Background: an optimization exercise with open tools, aiming at small area and a short achievable clock period. Do not read the settings as production practice.
RTL that was checked went through simulation tests only; none was proved equivalent to the original.
Power and IR drop assume default switching activity.

==> module data_mem_responder, before the edit <==
module data_mem_responder #(
  parameter int DEPTH       = 64,
  parameter int WAIT_STATES = 2
) (
  input  logic        clk,
  input  logic        reset,
  input  logic        req_valid,
  output logic        req_ready,
  input  logic        req_write,
  input  logic [31:0] req_addr,
  input  logic [31:0] req_wdata,
  input  logic [3:0]  req_be,
  output logic        rsp_valid,
  input  logic        rsp_ready,
  output logic [31:0] rsp_rdata,
  output logic        rsp_err
);
  logic idle_q, w1_q, w2_q, resp_q;
  always_ff @(posedge clk) begin
    if (reset) begin
      idle_q <= 1'b1;
      w1_q   <= 1'b0;
      w2_q   <= 1'b0;
      resp_q <= 1'b0;
    end else begin
      idle_q <= (idle_q & ~req_valid) | (resp_q & rsp_ready);
      w1_q   <= idle_q & req_valid;
      w2_q   <= w1_q;
      resp_q <= w2_q | (resp_q & ~rsp_ready);
    end
  end
  logic [5:0] cnt_q;
  logic       seen_reset_q;
  always_ff @(posedge clk) begin
    if (reset) seen_reset_q <= 1'b1;
    if (seen_reset_q || !reset) cnt_q <= cnt_q + 6'd1;
    else                        cnt_q <= 6'd0;
  end
  logic [5:0]  pos_q;
  logic        err_q, wr_q;
  logic [31:0] wdata_q;
  logic [3:0]  be_q;
  logic        a_err;
  assign a_err = (|req_addr[1:0]) | (|req_addr[31:8]);
  logic [5:0] pos_d;
  assign pos_d = idle_q ? req_addr[7:2] + cnt_q : pos_q + 6'd1;
  always_ff @(posedge clk) begin
    pos_q <= pos_d;
    if (idle_q) begin
      wr_q    <= req_write;
      wdata_q <= req_wdata;
      be_q    <= req_be;
    end
    err_q <= (idle_q & a_err) | (~idle_q & err_q);
  end
  logic       st_ok, arm1_q, armx_q;
  logic [3:0] cb_q, wb;
  assign st_ok = wr_q & ~err_q;
  always_ff @(posedge clk) begin
    cb_q   <= be_q & {4{w1_q & st_ok & ~reset}};
    arm1_q <= w2_q & st_ok & ~reset;
    armx_q <= (w2_q & st_ok & ~reset) | arm1_q;
  end
  assign wb = (cb_q & {4{~reset}}) | (be_q & {4{armx_q}});
  localparam int NPORT = 22;
  logic [31:0] ring_d [64];
  logic [NPORT-1:0] psel_q;
  always_ff @(posedge clk)
    for (int k = 0; k < NPORT; k++)
      psel_q[k] <= pos_q + 6'd1 == 6'(3 * k);
  function automatic logic inv_pos(input integer p);
    inv_pos = p == 0 ? 1'b1 : ((p - 1) / 3) % 2 == 1;
  endfunction
  logic [31:0] wdata_n;
  assign wdata_n = ~wdata_q;
  logic [31:0] ring_q [64];
  for (genvar p = 0; p < 64; p++) begin : g_ring
    localparam int PREV = (p + 63) % 64;
    if (PREV % 3 == 0) begin : g_port
      for (genvar i = 0; i < 4; i++) begin : g_byte
        logic s;
        assign s = psel_q[PREV / 3] & wb[i];
        dmr_port8 u_port (
          .s (s),
          .sn(~s),
          .w (inv_pos(PREV) ? wdata_n[8*i +: 8] : wdata_q[8*i +: 8]),
          .p (ring_q[PREV][8*i +: 8]),
          .y (ring_d[p][8*i +: 8])
        );
        always_ff @(posedge clk)
          ring_q[p][8*i +: 8] <= ring_d[p][8*i +: 8];
      end
    end else begin : g_pass
      always_ff @(posedge clk)
        ring_q[p] <= ring_q[PREV];
    end
  end
  logic [31:0] rsel_q;
  always_ff @(posedge clk)
    for (int k = 0; k < 32; k++) rsel_q[k] <= pos_d[5:1] == 5'(k);
  logic [31:0] rword;
  always_comb begin
    rword = 32'd0;
    for (int k = 0; k < 32; k++)
      rword = rword | ({32{rsel_q[k]}} & (inv_pos(2*k) ? ~ring_q[2*k] : ring_q[2*k]));
  end
  logic [31:0] rdata_q;
  logic        rd_ld;
  assign rd_ld = (w1_q | w2_q) & ~pos_q[0];
  always_ff @(posedge clk)
    rdata_q <= ({32{rd_ld & ~wr_q & ~err_q}} & rword) | ({32{~rd_ld}} & rdata_q);
  assign req_ready = idle_q;
  assign rsp_valid = resp_q;
  assign rsp_rdata = rdata_q;
  assign rsp_err   = err_q;
endmodule
Settings: LEC_CHECK=0, CAP_MARGIN=20, CORE_MARGIN=2, CORE_UTILIZATION=60, CTS_CLUSTER_DIAMETER=80, CTS_CLUSTER_SIZE=30, SETUP_SLACK_MARGIN=3.45, SLEW_MARGIN=20; clock period 6.0 ns.
standard.sh (not shown) runs the stock make flow with config.mk's settings and CLKGATE_MAP_FILE= SYNTH_SCRIPT=/design/flow/synth_recipe.tcl, a recipe that flattens the netlist after the stock synthesis.
==> flow/flow/run.sh <==
#!/bin/bash
set -euo pipefail
export BUFFER_PORTS_ARGS="-buffer_cell sky130_fd_sc_hd__buf_4"
bash standard.sh > standard.log 2>&1
Edit:
--- a/flow/design.v
+++ b/flow/design.v
@@ -67,7 +67,7 @@
   logic [NPORT-1:0] psel_q;
   always_ff @(posedge clk)
     for (int k = 0; k < NPORT; k++)
-      psel_q[k] <= pos_q + 6'd1 == 6'(3 * k);
+      psel_q[k] <= pos_d == 6'(3 * k);
   function automatic logic inv_pos(input integer p);
     inv_pos = p == 0 ? 1'b1 : ((p - 1) / 3) % 2 == 1;
   endfunction
Cell count stays flat.
Sequential share of layout area is about the same.
Final area stays flat.
Via count is lower by 0.97%.
Worst setup slack improves by 24 ps.
Clock-buffer cell count rose by 6.
Function not checked in the first run of this note: the RTL went through the layout flow alone.

========
## oak
The RTL this note starts from:
==> flow/design.v <==
module data_mem_responder #(
  parameter int DEPTH       = 64,
  parameter int WAIT_STATES = 2
) (
  input  logic        clk,
  input  logic        reset,
  input  logic        req_valid,
  output logic        req_ready,
  input  logic        req_write,
  input  logic [31:0] req_addr,
  input  logic [31:0] req_wdata,
  input  logic [3:0]  req_be,
  output logic        rsp_valid,
  input  logic        rsp_ready,
  output logic [31:0] rsp_rdata,
  output logic        rsp_err
);
  localparam int AW = $clog2(DEPTH);
  logic idle_q, w1_q, w2_q, resp_q;
  always_ff @(posedge clk) begin
    if (reset) begin
      idle_q <= 1'b1;
      w1_q   <= 1'b0;
      w2_q   <= 1'b0;
      resp_q <= 1'b0;
    end else begin
      idle_q <= (idle_q & ~req_valid) | (resp_q & rsp_ready);
      w1_q   <= idle_q & req_valid;
      w2_q   <= w1_q;
      resp_q <= w2_q | (resp_q & ~rsp_ready);
    end
  end
  logic [AW-1:0] idx_q;
  logic          err_q, wr_q;
  logic [31:0]   wdata_q;
  logic [3:0]    be_q;
  logic          a_err;
  assign a_err = (|req_addr[1:0]) | (|req_addr[31:AW+2]);
  always_ff @(posedge clk)
    if (idle_q) begin
      idx_q   <= req_addr[AW+1:2];
      err_q   <= a_err;
      wr_q    <= req_write;
      wdata_q <= req_wdata;
      be_q    <= req_be;
    end
  logic [31:0] mem [DEPTH];
  always_ff @(posedge clk)
    if (resp_q && wr_q && !err_q)
      for (int i = 0; i < 4; i++)
        if (be_q[i]) mem[idx_q][8*i +: 8] <= wdata_q[8*i +: 8];
  logic [31:0] rdata_q;
  always_ff @(posedge clk)
    if (w2_q) rdata_q <= (wr_q || err_q) ? 32'd0 : mem[idx_q];
  assign req_ready = idle_q;
  assign rsp_valid = resp_q;
  assign rsp_rdata = rdata_q;
  assign rsp_err   = err_q;
endmodule
export LEC_CHECK = 0
export CAP_MARGIN = 20
export CORE_MARGIN = 2
export CORE_UTILIZATION = 40
export SLEW_MARGIN = 20
create_clock -name core_clock -period 6.0 [get_ports {clk}]
run.sh (not shown) runs the stock make flow with config.mk's settings and CLKGATE_MAP_FILE= SYNTH_SCRIPT=/design/flow/synth_recipe.tcl, a recipe that flattens the netlist after the stock synthesis.
Stock flow here: none of the scripts above is used.
[inputs] pine vs oak
==> flow/design.v <==
module data_mem_responder #(
  parameter int DEPTH       = 64,
  parameter int WAIT_STATES = 2
) (
  input  logic        clk,
  input  logic        reset,
  input  logic        req_valid,
  output logic        req_ready,
  input  logic        req_write,
  input  logic [31:0] req_addr,
  input  logic [31:0] req_wdata,
  input  logic [3:0]  req_be,
  output logic        rsp_valid,
  input  logic        rsp_ready,
  output logic [31:0] rsp_rdata,
  output logic        rsp_err
);
  logic idle_q, w1_q, w2_q, resp_q;
  always_ff @(posedge clk) begin
    if (reset) begin
      idle_q <= 1'b1;
      w1_q   <= 1'b0;
      w2_q   <= 1'b0;
      resp_q <= 1'b0;
    end else begin
      idle_q <= (idle_q & ~req_valid) | (resp_q & rsp_ready);
      w1_q   <= idle_q & req_valid;
      w2_q   <= w1_q;
      resp_q <= w2_q | (resp_q & ~rsp_ready);
    end
  end
  logic [5:0] cnt_q;
  logic       seen_reset_q;
  always_ff @(posedge clk) begin
    if (reset) seen_reset_q <= 1'b1;
    if (seen_reset_q || !reset) cnt_q <= cnt_q + 6'd1;
    else                        cnt_q <= 6'd0;
  end
  logic [5:0]  pos_q;
  logic        err_q, wr_q;
  logic [31:0] wdata_q;
  logic [3:0]  be_q;
  logic        a_err;
  assign a_err = (|req_addr[1:0]) | (|req_addr[31:8]);
  always_ff @(posedge clk)
    if (idle_q) begin
      pos_q   <= req_addr[7:2] + cnt_q;
      err_q   <= a_err;
      wr_q    <= req_write;
      wdata_q <= req_wdata;
      be_q    <= req_be;
    end else begin
      pos_q   <= pos_q + 6'd1;
    end
  logic arm1_q, arm2_q, wact;
  logic st_ok;
  assign st_ok = wr_q & ~err_q;
  always_ff @(posedge clk) begin
    arm1_q <= w2_q & st_ok & ~reset;
    arm2_q <= arm1_q;
  end
  assign wact = (w2_q & st_ok & ~reset) | arm1_q | arm2_q;
  logic [31:0] ring_q [64];
  for (genvar p = 0; p < 64; p++) begin : g_ring
    localparam int PREV = (p + 63) % 64;
    if (PREV % 3 == 0) begin : g_port
      logic wsel;
      assign wsel = wact && pos_q == 6'(PREV);
      for (genvar i = 0; i < 4; i++) begin : g_byte
        always_ff @(posedge clk)
          ring_q[p][8*i +: 8] <= (wsel && be_q[i]) ? wdata_q[8*i +: 8] : ring_q[PREV][8*i +: 8];
      end
    end else begin : g_pass
      always_ff @(posedge clk)
        ring_q[p] <= ring_q[PREV];
    end
  end
  logic [31:0] rword;
  always_comb begin
    rword = 32'd0;
    for (int k = 0; k < 32; k++)
      rword = rword | ({32{pos_q[5:1] == 5'(k)}} & ring_q[2*k]);
  end
  logic [31:0] rdata_q;
  always_ff @(posedge clk)
    if ((w1_q || w2_q) && !pos_q[0]) rdata_q <= (wr_q || err_q) ? 32'd0 : rword;
  assign req_ready = idle_q;
  assign rsp_valid = resp_q;
  assign rsp_rdata = rdata_q;
  assign rsp_err   = err_q;
endmodule
## What came out
- pine vs. oak: initial antenna violation count increased by 7 relative to the old numbers; routing usage on met1 increased by 1.4 points relative to the old numbers; wire length on met1 decreased by about 13% relative to the old numbers; tap cell instance count decreased by 24% relative to the old numbers.
- Total instance count after detailed placement was higher in the run labelled oak.
- Across both runs, post-synthesis adder-cell area fraction was higher for pine than for oak.

========
## run 4
Another version of the RTL of data_mem_responder (not shown whole).
Size in the first run: ~4,800 cells after synthesis, ~2,200 flip-flops, roughly 110 I/O pins, about 0.059 mm^2 of cells after synthesis.
==> module data_mem_responder, before the edit <==
module data_mem_responder #(
  parameter int DEPTH       = 64,
  parameter int WAIT_STATES = 2
) (
  input  logic        clk,
  input  logic        reset,
  input  logic        req_valid,
  output logic        req_ready,
  input  logic        req_write,
  input  logic [31:0] req_addr,
  input  logic [31:0] req_wdata,
  input  logic [3:0]  req_be,
  output logic        rsp_valid,
  input  logic        rsp_ready,
  output logic [31:0] rsp_rdata,
  output logic        rsp_err
);
  logic idle_q, w1_q, w2_q, resp_q;
  always_ff @(posedge clk) begin
    if (reset) begin
      idle_q <= 1'b1;
      w1_q   <= 1'b0;
      w2_q   <= 1'b0;
      resp_q <= 1'b0;
    end else begin
      idle_q <= (idle_q & ~req_valid) | (resp_q & rsp_ready);
      w1_q   <= idle_q & req_valid;
      w2_q   <= w1_q;
      resp_q <= w2_q | (resp_q & ~rsp_ready);
    end
  end
  logic [5:0] cnt_q;
  logic       seen_reset_q;
  always_ff @(posedge clk) begin
    if (reset) seen_reset_q <= 1'b1;
    if (seen_reset_q || !reset) cnt_q <= cnt_q + 6'd1;
    else                        cnt_q <= 6'd0;
  end
  logic [5:0]  pos_q;
  logic        err_q, wr_q;
  logic [31:0] wdata_q;
  logic [3:0]  be_q;
  logic        a_err;
  assign a_err = (|req_addr[1:0]) | (|req_addr[31:8]);
  logic [5:0] pos_d;
  assign pos_d = idle_q ? req_addr[7:2] + cnt_q : pos_q + 6'd1;
  always_ff @(posedge clk) begin
    pos_q <= pos_d;
    if (idle_q) begin
      wr_q    <= req_write;
      wdata_q <= req_wdata;
      be_q    <= req_be;
    end
    err_q <= (idle_q & a_err) | (~idle_q & err_q);
  end
  logic arm1_q, arm2_q, wact;
  logic st_ok;
  assign st_ok = wr_q & ~err_q;
  always_ff @(posedge clk) begin
    arm1_q <= w2_q & st_ok & ~reset;
    arm2_q <= arm1_q;
  end
  assign wact = (w2_q & st_ok & ~reset) | arm1_q | arm2_q;
  localparam int NPORT = 22;
  logic [31:0] ring_d [64];
  logic [NPORT-1:0] psel_q;
  always_ff @(posedge clk)
    for (int k = 0; k < NPORT; k++)
      psel_q[k] <= pos_d == 6'(3 * k);
  function automatic logic inv_pos(input integer p);
    inv_pos = p == 0 ? 1'b1 : ((p - 1) / 3) % 2 == 1;
  endfunction
  logic [31:0] wdata_n;
  assign wdata_n = ~wdata_q;
  logic [31:0] ring_q [64];
  for (genvar p = 0; p < 64; p++) begin : g_ring
    localparam int PREV = (p + 63) % 64;
    if (PREV % 3 == 0) begin : g_port
      for (genvar i = 0; i < 4; i++) begin : g_byte
        logic s;
        assign s = psel_q[PREV / 3] & wact & be_q[i];
        dmr_port8 u_port (
          .s (s),
          .sn(~s),
          .w (inv_pos(PREV) ? wdata_n[8*i +: 8] : wdata_q[8*i +: 8]),
          .p (ring_q[PREV][8*i +: 8]),
          .y (ring_d[p][8*i +: 8])
        );
        always_ff @(posedge clk)
          ring_q[p][8*i +: 8] <= ring_d[p][8*i +: 8];
      end
    end else begin : g_pass
      always_ff @(posedge clk)
        ring_q[p] <= ring_q[PREV];
    end
  end
  logic [7:0] rhi_q;
  logic [3:0] rlo_q;
  always_ff @(posedge clk) begin
    for (int g = 0; g < 8; g++) rhi_q[g] <= pos_d[5:3] == 3'(g);
    for (int j = 0; j < 4; j++) rlo_q[j] <= pos_d[2:1] == 2'(j);
  end
  logic [31:0] rword;
  always_comb begin
    rword = 32'd0;
    for (int k = 0; k < 32; k++)
      rword = rword | ({32{rhi_q[k / 4] & rlo_q[k % 4]}} & (inv_pos(2*k) ? ~ring_q[2*k] : ring_q[2*k]));
  end
  logic [31:0] rdata_q;
  logic        rd_ld;
  assign rd_ld = (w1_q | w2_q) & ~pos_q[0];
  always_ff @(posedge clk)
    rdata_q <= ({32{rd_ld & ~wr_q & ~err_q}} & rword) | ({32{~rd_ld}} & rdata_q);
  assign req_ready = idle_q;
  assign rsp_valid = resp_q;
  assign rsp_rdata = rdata_q;
  assign rsp_err   = err_q;
endmodule
Settings: LEC_CHECK=0, CAP_MARGIN=20, CORE_MARGIN=2, CORE_UTILIZATION=60, CTS_CLUSTER_DIAMETER=80, CTS_CLUSTER_SIZE=30, SETUP_SLACK_MARGIN=3.45, SLEW_MARGIN=20; clock period 6.0 ns.
The flow did not stop early for run 4: all stages ran, and the layout cleared the timing, DRC and antenna checks.
--- input diff run 4..run 5 ---
==> flow/design.v, changed modules only <==
module data_mem_responder #(
  parameter int DEPTH       = 64,
  parameter int WAIT_STATES = 2
) (
  input  logic        clk,
  input  logic        reset,
  input  logic        req_valid,
  output logic        req_ready,
  input  logic        req_write,
  input  logic [31:0] req_addr,
  input  logic [31:0] req_wdata,
  input  logic [3:0]  req_be,
  output logic        rsp_valid,
  input  logic        rsp_ready,
  output logic [31:0] rsp_rdata,
  output logic        rsp_err
);
  logic idle_q, w1_q, w2_q, resp_q;
  always_ff @(posedge clk) begin
    if (reset) begin
      idle_q <= 1'b1;
      w1_q   <= 1'b0;
      w2_q   <= 1'b0;
      resp_q <= 1'b0;
    end else begin
      idle_q <= (idle_q & ~req_valid) | (resp_q & rsp_ready);
      w1_q   <= idle_q & req_valid;
      w2_q   <= w1_q;
      resp_q <= w2_q | (resp_q & ~rsp_ready);
    end
  end
  logic [5:0] cnt_q;
  logic       seen_reset_q;
  always_ff @(posedge clk) begin
    if (reset) seen_reset_q <= 1'b1;
    if (seen_reset_q || !reset) cnt_q <= cnt_q + 6'd1;
    else                        cnt_q <= 6'd0;
  end
  logic [5:0]  pos_q;
  logic        err_q, wr_q;
  logic [31:0] wdata_q;
  logic [3:0]  be_q;
  logic        a_err;
  assign a_err = (|req_addr[1:0]) | (|req_addr[31:8]);
  logic [5:0] pos_d;
  assign pos_d = idle_q ? req_addr[7:2] + cnt_q : pos_q + 6'd1;
  always_ff @(posedge clk) begin
    pos_q <= pos_d;
    if (idle_q) begin
      wr_q    <= req_write;
      wdata_q <= req_wdata;
      be_q    <= req_be;
    end
    err_q <= (idle_q & a_err) | (~idle_q & err_q);
  end
  logic       st_ok, arm1_q, armx_q;
  logic [3:0] cb_q, wb;
  assign st_ok = wr_q & ~err_q;
  always_ff @(posedge clk) begin
    cb_q   <= be_q & {4{w1_q & st_ok & ~reset}};
    arm1_q <= w2_q & st_ok & ~reset;
    armx_q <= (w2_q & st_ok & ~reset) | arm1_q;
  end
  assign wb = (cb_q & {4{~reset}}) | (be_q & {4{armx_q}});
  localparam int NPORT = 22;
  logic [31:0] ring_d [64];
  logic [NPORT-1:0] psel_q;
  always_ff @(posedge clk)
    for (int k = 0; k < NPORT; k++)
      psel_q[k] <= pos_d == 6'(3 * k);
  function automatic logic inv_pos(input integer p);
    inv_pos = p == 0 ? 1'b1 : ((p - 1) / 3) % 2 == 1;
  endfunction
  logic [31:0] wdata_n;
  assign wdata_n = ~wdata_q;
  logic [31:0] ring_q [64];
  for (genvar p = 0; p < 64; p++) begin : g_ring
    localparam int PREV = (p + 63) % 64;
    if (PREV % 3 == 0) begin : g_port
      for (genvar i = 0; i < 4; i++) begin : g_byte
        logic s;
        assign s = psel_q[PREV / 3] & wb[i];
        dmr_port8 u_port (
          .s (s),
          .sn(~s),
          .w (inv_pos(PREV) ? wdata_n[8*i +: 8] : wdata_q[8*i +: 8]),
          .p (ring_q[PREV][8*i +: 8]),
          .y (ring_d[p][8*i +: 8])
        );
        always_ff @(posedge clk)
          ring_q[p][8*i +: 8] <= ring_d[p][8*i +: 8];
      end
    end else begin : g_pass
      always_ff @(posedge clk)
        ring_q[p] <= ring_q[PREV];
    end
  end
  logic [31:0] rsel_q;
  always_ff @(posedge clk)
    for (int k = 0; k < 32; k++) rsel_q[k] <= pos_d[5:1] == 5'(k);
  logic [31:0] rword;
  always_comb begin
    rword = 32'd0;
    for (int k = 0; k < 32; k++)
      rword = rword | ({32{rsel_q[k]}} & (inv_pos(2*k) ? ~ring_q[2*k] : ring_q[2*k]));
  end
  logic [31:0] rdata_q;
  logic        rd_ld;
  assign rd_ld = (w1_q | w2_q) & ~pos_q[0];
  always_ff @(posedge clk)
    rdata_q <= ({32{rd_ld & ~wr_q & ~err_q}} & rword) | ({32{~rd_ld}} & rdata_q);
  assign req_ready = idle_q;
  assign rsp_valid = resp_q;
  assign rsp_rdata = rdata_q;
  assign rsp_err   = err_q;
endmodule
Notes after the runs:
All of run 5 and run 4 finish clean. Taking run 4 as the reference, in run 5 worst setup timing slack at the placement stage went up by 0.55 ns; total power consumption of the routed design -0.96%; die extent in x fell by 2.0 um; global routing met1 resource utilization went up by 2.2 points. Delta (run 5 minus run 4): wire length of the first global-routing pass flat, multi-input logic cell count shrank by about 4%, number of signal-net buffers in the layout climbed 3. Total routed wire length on the met1 layer went up slightly going from run 4 to run 5.

separate check: timing with driven ports:
Ports are ideal in the flow. The routed layouts listed here were re-timed in OpenROAD. Step 1 sets driving cells, clkbuf_16 on the clock port and buf_2 on the other inputs (assumed; they add their load-dependent delay and slew). Step 2 moves the port delays by t, midway between the first and last clock arrival at a register: inputs arrive t later, outputs are due t later. That takes back most of the time a late clock gives input paths. a / b / c = no drivers / after step 1 / after step 2; a / b = the first two.
run	shift t [ns]	slack for setup (ns)	worst hold slack (ns)	latest minus earliest clock arrival (ns)
the first run of note 1	0.763	3.394 / 3.394 / 2.790	0.320 / 0.320 / 0.320	0.048 / 0.048
the second run of note 1	0.758	3.419 / 3.380 / 2.712	0.326 / 0.326 / 0.326	0.033 / 0.033
oak	0.922	1.722 / 1.722 / 1.722	0.433 / 0.433 / 0.433	0.045 / 0.045
pine	0.909	1.972 / 1.972 / 1.573	0.310 / 0.310 / 0.310	0.033 / 0.033
run 4	0.761	3.383 / 3.383 / 2.778	0.324 / 0.324 / 0.324	0.037 / 0.038
run 5	0.768	3.411 / 3.411 / 2.719	0.299 / 0.299 / 0.299	0.040 / 0.039
After both steps every run listed still meets setup and hold. For the second run of note 1, which loses most, drivers alone change the setup slack by -0.039 ns; drivers and shift together by -0.707 ns.
